Source: an optimization exercise on an open RTL-to-GDS flow (aim: small area, a short achievable clock period and few clock cycles per item). Production flows keep margins and buffers that such runs may drop. Only simulation tests tie the RTL to the original design; equivalence was not proved. Power figures rest on the tool's default switching activity, not on a simulated workload.

== north ==
// mvuTop
module mvuTop (
	input logic clk,
	input logic rst,
	input logic wWe,
	input logic [6:0] wAddr,
	input logic [3:0] wData,
	input logic aWe,
	input logic [1:0] aFold,
	input logic [15:0] aData,
	input logic runReq,
	output logic runAck,
	output logic resReq,
	input logic resAck,
	output logic [63:0] resData
);
	localparam int AW = 12;   
	typedef enum logic [2:0] {
		Idle,      
		Start,     
		Res0,      
		Wait0,     
		Res1,      
		Done       
	} state_e;
	state_e state;
	logic [3:0] wmem [128];
	logic [15:0] act [4];
	logic [3:0] fresh;      
	logic dirty;            
	logic start;            
	logic passing;          
	logic pg;
	logic [1:0] cnt;
	logic lastMac;          
	logic lastG;            
	logic g0Done;           
	logic g1Done;           
	logic zacc;             
	logic endRun;
	logic ldEn;             
	logic ldG;
	logic [1:0] ldF;
	logic [63:0] wsel;      
	logic [15:0] fa;        
	logic [AW-1:0] sAcc [4];
	logic [AW-1:0] cAcc [4];
	logic [AW-1:0] sIn [4];
	logic [AW-1:0] cIn [4];
	logic [AW-1:0] sNext [4];
	logic [AW-1:0] cNext [4];
	logic [AW-1:0] ySum [4];
	logic [AW-1:0] res [4];
	always_ff @(posedge clk) begin
		if (wWe) wmem[wAddr] <= wData;
	end
	always_ff @(posedge clk) begin
		if (aWe) act[aFold] <= aData;
	end
	assign start = (state == Idle) && runReq && !resAck;
	assign endRun = (state == Done) && !runReq;
	always_comb begin
		if (aWe) begin
			ldEn = 1'b1;
			ldG = 1'b0;
			ldF = aFold;
		end else if (start) begin
			ldEn = 1'b1;
			ldG = !dirty;   
			ldF = 2'd0;
		end else begin
			ldEn = passing;
			ldG = pg;
			ldF = cnt;
		end
	end
	always_ff @(posedge clk) begin
		for (int r = 0; r < 4; r++) begin
			for (int s = 0; s < 4; s++) begin
				wsel[r*16 + s*4 +: 4] <= wmem[{ldG, r[1:0], ldF, s[1:0]}];
			end
		end
	end
  ...
Size in the first run: roughly 3700 cells after synthesis, ~820 flip-flops, ~100 I/O pins.
export LEC_CHECK = 0
export CAP_MARGIN = 20
export CORE_MARGIN = 2
export CORE_UTILIZATION = 40
export CTS_BUF_LIST = sky130_fd_sc_hd__clkbuf_4 sky130_fd_sc_hd__clkbuf_8
export CTS_CLUSTER_SIZE = 30
export PLACE_DENSITY = 0.75
export SETUP_SLACK_MARGIN = 3.5
export SLEW_MARGIN = 20
export TNS_END_PERCENT = 100
create_clock -name core_clock -period 6.0 [get_ports {clk}]
standard.sh (not shown) runs the stock make flow with config.mk's settings and CLKGATE_MAP_FILE= SYNTH_SCRIPT=/design/flow/synth_recipe.tcl, a recipe that flattens the netlist after the stock synthesis.
==> flow/flow/run.sh <==
#!/bin/bash
# The standard ORFS layout (standard.sh), with one change: synthesis maps
# adders through ABC instead of extracting them into the platform's full and
# half adder cells (ADDER_MAP_FILE empty). Everything else, including the
# registers synthesis makes, is the standard flow's.
set -euo pipefail
bash standard.sh ADDER_MAP_FILE= synth > synth.log 2>&1
bash standard.sh ADDER_MAP_FILE= finish > layout.log 2>&1
Testbench counts of north, summed over its fixed seeds: cycles 3,072, runs 256.
Relative to north, the following input files were edited for south:
diff --git a/flow/config.mk b/flow/config.mk
--- a/flow/config.mk
+++ b/flow/config.mk
@@ -11,5 +11,4 @@
 export CTS_BUF_LIST = sky130_fd_sc_hd__clkbuf_4 sky130_fd_sc_hd__clkbuf_8
 export CTS_CLUSTER_SIZE = 30
-export PLACE_DENSITY = 0.75
 export SETUP_SLACK_MARGIN = 3.5
 export SLEW_MARGIN = 20
Notes after the runs:
Power share of the combinational group (higher): north. Changes observed in south relative to north: total power draw -1.1%; post-layout instance area ~0 delta; global-route usage over all layers +1.5 points. Compared with north, in south smallest setup slack after layout higher, non-clock buffer count -17. Compared to north, south has fmax 9.8 MHz higher. Compared with north, south shows wire length of the first global-routing pass that has gone up by a few percent. Number of nets in the final layout essentially unchanged between north and south. Sequential portion of the cell area across north and south: no real change.
Input-level comparison between east and south:
diff --git a/flow/config.mk b/flow/config.mk
--- a/flow/config.mk
+++ b/flow/config.mk
@@ -6,4 +6,5 @@
 export NUM_CORES = 4
 export LEC_CHECK = 0
+export ABC_AREA = 1
 export CAP_MARGIN = 20
 export CORE_MARGIN = 2
## What came out
- east vs. south: via count of the routed design now larger; first-pass GRT wire length now larger; worst setup slack now larger; multi-input gate share of the layout cell area now smaller; later-pin clock latency in the skew report now larger.
- Side by side, portion of the layout cell area used by clock cells turned out higher in east than in south.
#### Input delta (west over east)
diff --git a/flow/config.mk b/flow/config.mk
--- a/flow/config.mk
+++ b/flow/config.mk
@@ -6,5 +6,4 @@
 export NUM_CORES = 4
 export LEC_CHECK = 0
-export ABC_AREA = 1
 export CAP_MARGIN = 20
 export CORE_MARGIN = 2
@@ -12,5 +11,5 @@
 export CTS_BUF_LIST = sky130_fd_sc_hd__clkbuf_4 sky130_fd_sc_hd__clkbuf_8
 export CTS_CLUSTER_SIZE = 30
-export SETUP_SLACK_MARGIN = 3.5
+export SETUP_SLACK_MARGIN = 4.0
 export SLEW_MARGIN = 20
 export TNS_END_PERCENT = 100
Findings:
Summary: slack of the critical path, west worse than east. Routed wire length: west vs east up 12%. east vs west, capture point of the worst path: resData[15] vs sAcc[3][8]. east has a higher number of instances in the synthesized netlist than west. Total routing resource utilization after global routing, east and west: smaller value in east.

Setup of try-delta:
mvuTop, a different RTL version from the one above (not shown whole).
Size in the first run: ~5,100 cells after synthesis, about 830 flip-flops, ~100 I/O pins.
clock: 6.0 ns
lec_check: 0
abc_area: 1
cap_margin: 20
core_margin: 2
core_utilization: 40
setup_slack_margin: 3.4
slew_margin: 20
tns_end_percent: 100
Scripts as last shown in full above: flow/flow/run.sh
Testbench counts of try-delta, summed over its fixed seeds: cycles 3,072, runs 256.
Here is what was changed in the inputs of try-pepper compared with try-delta.
# try-delta
export LEC_CHECK = 0
export ABC_AREA = 1
export CAP_MARGIN = 20
export CORE_MARGIN = 2
export CORE_UTILIZATION = 40
export SETUP_SLACK_MARGIN = 3.4
export SLEW_MARGIN = 20
export TNS_END_PERCENT = 100
create_clock -name core_clock -period 6.0 [get_ports {clk}]
# try-pepper
export LEC_CHECK = 0
export CAP_MARGIN = 20
export CORE_MARGIN = 2
export CORE_UTILIZATION = 40
export SETUP_SLACK_MARGIN = 2.5
export SLEW_MARGIN = 20
export TNS_END_PERCENT = 100
create_clock -name core_clock -period 6.0 [get_ports {clk}]
==> notes.md <==
Every stage of the flow completed for try-pepper, and the final layout passed the timing, DRC and antenna checks. Remaining global-route overflow essentially unchanged between try-pepper and try-delta. Of the two values seen for capturing element of the worst setup path, wmem[92][2]$_DFFE_PP_ was produced by try-delta and sAcc[0][8]$_DFF_P_ by try-pepper. The final reports for try-pepper and try-delta show worst setup slack lower in the former. Taking try-delta as the reference, in try-pepper multiplexer fraction of the synthesized cell area +1.1 points; via density per instance increased by about 1.2% relative to the old numbers; total net switching power shows a reduction of 18%; top achievable clock speed now smaller; routed length per placed instance went up 11%.
#### Input delta (try-tundra over try-pepper)
# try-pepper
export LEC_CHECK = 0
export CAP_MARGIN = 20
export CORE_MARGIN = 2
export CORE_UTILIZATION = 40
export SETUP_SLACK_MARGIN = 2.5
export SLEW_MARGIN = 20
export TNS_END_PERCENT = 100
create_clock -name core_clock -period 6.0 [get_ports {clk}]
# try-tundra
export LEC_CHECK = 0
export ABC_AREA = 1
export CAP_MARGIN = 20
export CORE_MARGIN = 2
export CORE_UTILIZATION = 40
export CTS_BUF_LIST = sky130_fd_sc_hd__clkbuf_4 sky130_fd_sc_hd__clkbuf_8
export CTS_CLUSTER_SIZE = 30
export SETUP_SLACK_MARGIN = 3.5
export SLEW_MARGIN = 20
export TNS_END_PERCENT = 100
create_clock -name core_clock -period 6.0 [get_ports {clk}]
[summary]
try-tundra reached the end of the flow, and the finished layout is clean on the timing, DRC and antenna checks. The higher cell area of try-pepper and try-tundra is in try-tundra. Across both runs, power density relative to cell area was lower for try-tundra than for try-pepper. try-tundra: first-pass GRT wire length is 15% higher than what try-pepper reported. For try-pepper, the class of the most critical setup path was flop to flop, unlike try-tundra, where it was flop to primary output.

mvuTop with an RTL version that a note above also has.
Size: about 3700 cells after synthesis.
==> flow/config.mk <==
export PLATFORM = sky130hd
export DESIGN_NAME = mvuTop
export DESIGN_NICKNAME = mvuTop
export VERILOG_FILES = /design/flow/design.v
export SDC_FILE = /design/flow/constraint.sdc
export NUM_CORES = 4
export LEC_CHECK = 0
export CAP_MARGIN = 20
export CORE_MARGIN = 2
export CORE_UTILIZATION = 40
export CTS_BUF_LIST = sky130_fd_sc_hd__clkbuf_4 sky130_fd_sc_hd__clkbuf_8
export CTS_CLUSTER_SIZE = 30
export SETUP_SLACK_MARGIN = 3.0
export SLEW_MARGIN = 20
export TNS_END_PERCENT = 100
==> flow/constraint.sdc <==
create_clock -name core_clock -period 6.0 [get_ports {clk}]
set_input_delay 1.2000 -clock core_clock [delete_from_list [all_inputs] [get_ports {clk}]]
set_output_delay 1.2000 -clock core_clock [all_outputs]
set_load 0.01 [all_outputs]
Scripts as last shown in full above: flow/flow/run.sh
Testbench counts at the start, summed over its fixed seeds: cycles 3,072, runs 256.
==> next run, changes <==
CAP_MARGIN = 0   (was 20)
SETUP_SLACK_MARGIN = 3.5   (was 3.0)
SLEW_MARGIN = 0   (was 20)
Setup slack improved by 370 ps.
Clock power hardly moves.
Die area is unchanged.
Global-route usage climbs by 1.4 points.
Wire length rose by 9.1%.
Final cell count increases by 2.9%.
Clock-buffer cell count rose by 4.
Design area went up by 7.7%.
==> next run, changes <==
ABC_AREA = 1   (was unset)
CAP_MARGIN = 20   (was 0)
SETUP_SLACK_MARGIN = 4.0   (was 3.5)
SLEW_MARGIN = 20   (was 0)
Result: The changed run completed with no timing, DRC or antenna violations; synthesized cell count grows by 36%; global-route usage grows by 6.8 points; total power grows by 20%; fmax grows by 1.4%; non-clock buffer count grows by 229; utilization grows by 9.3 points; die area grows by 3.9%.

mvuTop with an RTL version that a note above also has.
Size in the first run: ~40000 um2 of cells after synthesis.
Design mvuTop, start of the top module:
module mvuTop (
	input logic clk,
	input logic rst,
	input logic wWe,
	input logic [6:0] wAddr,
	input logic [3:0] wData,
	input logic aWe,
	input logic [1:0] aFold,
	input logic [15:0] aData,
	input logic runReq,
	output logic runAck,
	output logic resReq,
	input logic resAck,
	output logic [63:0] resData
);
export LEC_CHECK = 0
export CAP_MARGIN = 20
export CORE_MARGIN = 2
export CORE_UTILIZATION = 40
export SETUP_SLACK_MARGIN = 3.5
export SLEW_MARGIN = 20
export TNS_END_PERCENT = 100
create_clock -name core_clock -period 6.0 [get_ports {clk}]
Scripts as last shown in full above: flow/flow/run.sh
Testbench counts at the start, summed over its fixed seeds: cycles 3,072, runs 256.
Rerun with:
- ABC_AREA: not set -> 1
- CTS_BUF_LIST: not set -> sky130_fd_sc_hd__clkbuf_4 sky130_fd_sc_hd__clkbuf_8
- CTS_CLUSTER_SIZE: not set -> 30
- SETUP_SLACK_MARGIN: 3.5 -> 3.3
Synthesized area rises by a few percent.
Fmax rises by a few percent.
Clock-buffer cell count rises by 99.
Design area falls by a little under a tenth.
Final cell count rises by a quarter to a third.
Worst hold slack degrades by 16 ps.
Flip-flop and latch count is unchanged.
Combinational power falls by roughly a tenth.
Total power falls by a few percent.
Die area rises by a few percent.

the baseline:
Starting RTL as in the previous note.
Design mvuTop, start of the top module:
module mvuTop (
	input logic clk,
	input logic rst,
	input logic wWe,
	input logic [6:0] wAddr,
	input logic [3:0] wData,
	input logic aWe,
	input logic [1:0] aFold,
	input logic [15:0] aData,
	input logic runReq,
	output logic runAck,
	output logic resReq,
	input logic resAck,
	output logic [63:0] resData
);
export LEC_CHECK = 0
export CAP_MARGIN = 20
export CORE_MARGIN = 2
export CORE_UTILIZATION = 40
export CTS_BUF_LIST = sky130_fd_sc_hd__clkbuf_4 sky130_fd_sc_hd__clkbuf_8
export CTS_CLUSTER_SIZE = 30
export SETUP_SLACK_MARGIN = 3.5
export SLEW_MARGIN = 20
export TNS_END_PERCENT = 100
create_clock -name core_clock -period 6.0 [get_ports {clk}]
run.sh (not shown) runs the stock make flow with config.mk's settings and CLKGATE_MAP_FILE= SYNTH_SCRIPT=/design/flow/synth_recipe.tcl, a recipe that flattens the netlist after the stock synthesis.
Stock flow here: none of the scripts above is used.
The baseline completed every stage of the flow, and the final layout passed the timing, DRC and antenna checks.
Testbench counts of the baseline, summed over its fixed seeds: cycles 3,072, runs 256.
The inputs of the candidate differ from those of the baseline as listed below.
==> flow/flow/run.sh (new file) <==
#!/bin/bash
# The standard ORFS layout (standard.sh), with one change: synthesis maps
# adders through ABC instead of extracting them into the platform's full and
# half adder cells (ADDER_MAP_FILE empty). Everything else, including the
# registers synthesis makes, is the standard flow's.
set -euo pipefail
bash standard.sh ADDER_MAP_FILE= synth > synth.log 2>&1
bash standard.sh ADDER_MAP_FILE= finish > layout.log 2>&1
==> flow/standard.sh (new file) <==
#!/bin/bash
# synth_recipe.tcl (not shown) runs the flow's synth.tcl, then flattens the netlist and writes it again
# the make line also repeats each setting of config.mk as NAME=value (left out here)
make -C /OpenROAD-flow-scripts/flow DESIGN_CONFIG=/design/flow/config.mk WORK_HOME=/design/flow/orfs CLKGATE_MAP_FILE= SYNTH_SCRIPT=/design/flow/synth_recipe.tcl "${@:-finish}"
removed: flow/run.sh
### Flow results
- In the tables for the candidate and the baseline, total global routing track utilization reads higher with the candidate.
- From the baseline to the candidate the numbers moved as follows: buffers plus inverters on the worst setup path decreased 4; leakage power decreased 7.6%.
- Total power density per cell area (the candidate vs. the baseline) increases by a little under 10%
- Utilization the baseline -> the candidate: up
- Mux share of post-synthesis cell area ended up 11 points lower on the candidate than on the baseline.
- Compared with the baseline, the candidate shows a lower number of non-clock inverters.
- Of the candidate and the baseline, the run reporting the higher final-layout non-clock buffer area share was the candidate.

## separate check: timing with driven ports
In the flow no input, the clock included, has a driving cell. The finished layouts below were timed again as built, in two steps. Step 1 (the two cells are an assumption about what drives the block):
set clk [get_ports {clk}]
set_driving_cell -lib_cell sky130_fd_sc_hd__clkbuf_16 $clk
set_driving_cell -lib_cell sky130_fd_sc_hd__buf_2 [delete_from_list [all_inputs] $clk]
Step 2 also shifts input and output timing later by t, the mid clock arrival at the registers, as if the neighbouring blocks saw the same clock. Three values: no drivers, after step 1, after step 2; two values: the first two.
run | t (ns) | setup WS [ns] | worst hold slack (ns) | latest minus earliest clock arrival (ns) | worst slew at a driven data input, ns
north | 0.851 | 3.103 / 3.103 / 2.575 | 0.467 / 0.467 / 0.467 | 0.039 / 0.039 | 0.11
south | 0.854 | 3.183 / 3.183 / 2.606 | 0.480 / 0.480 / 0.480 | 0.048 / 0.048 | 0.06
east | 0.907 | 3.267 / 3.195 / 2.534 | 0.469 / 0.469 / 0.469 | 0.060 / 0.061 | 0.05
west | 0.893 | 3.162 / 3.162 / 2.672 | 0.475 / 0.475 / 0.475 | 0.057 / 0.057 | 0.09
try-delta | 0.724 | 3.419 / 3.388 / 2.818 | 0.450 / 0.450 / 0.450 | 0.025 / 0.025 | 0.04
try-pepper | 0.706 | 2.629 / 2.629 / 2.149 | 0.473 / 0.473 / 0.473 | 0.029 / 0.029 | 0.05
try-tundra | 0.867 | 3.318 / 3.254 / 2.693 | 0.451 / 0.451 / 0.451 | 0.038 / 0.038 | 0.04
the first run of note 3 | 0.851 | 2.813 / 2.812 / 1.960 | 0.496 / 0.496 / 0.496 | 0.046 / 0.047 | 0.10
the second run of note 3 | 0.854 | 3.183 / 3.183 / 2.606 | 0.480 / 0.480 / 0.480 | 0.048 / 0.048 | 0.06
the third run of note 3 | 0.918 | 3.222 / 3.153 / 2.410 | 0.468 / 0.468 / 0.468 | 0.055 / 0.054 | 0.06
the first run of note 4 | 0.716 | 3.168 / 3.168 / 2.670 | 0.470 / 0.470 / 0.470 | 0.032 / 0.033 | 0.05
the second run of note 4 | 0.884 | 3.309 / 3.240 / 2.579 | 0.454 / 0.454 / 0.454 | 0.061 / 0.060 | 0.04
the baseline | 0.843 | 2.538 / 2.538 / 2.538 | 0.511 / 0.511 / 0.511 | 0.034 / 0.034 | 0.06
the candidate | 0.869 | 3.208 / 3.200 / 2.750 | 0.492 / 0.492 / 0.492 | 0.045 / 0.045 | 0.05
After both steps setup and hold are still met in every run listed. For the first run of note 3, which loses most, drivers alone change the setup slack by -0.001 ns; drivers and shift together by -0.853 ns.
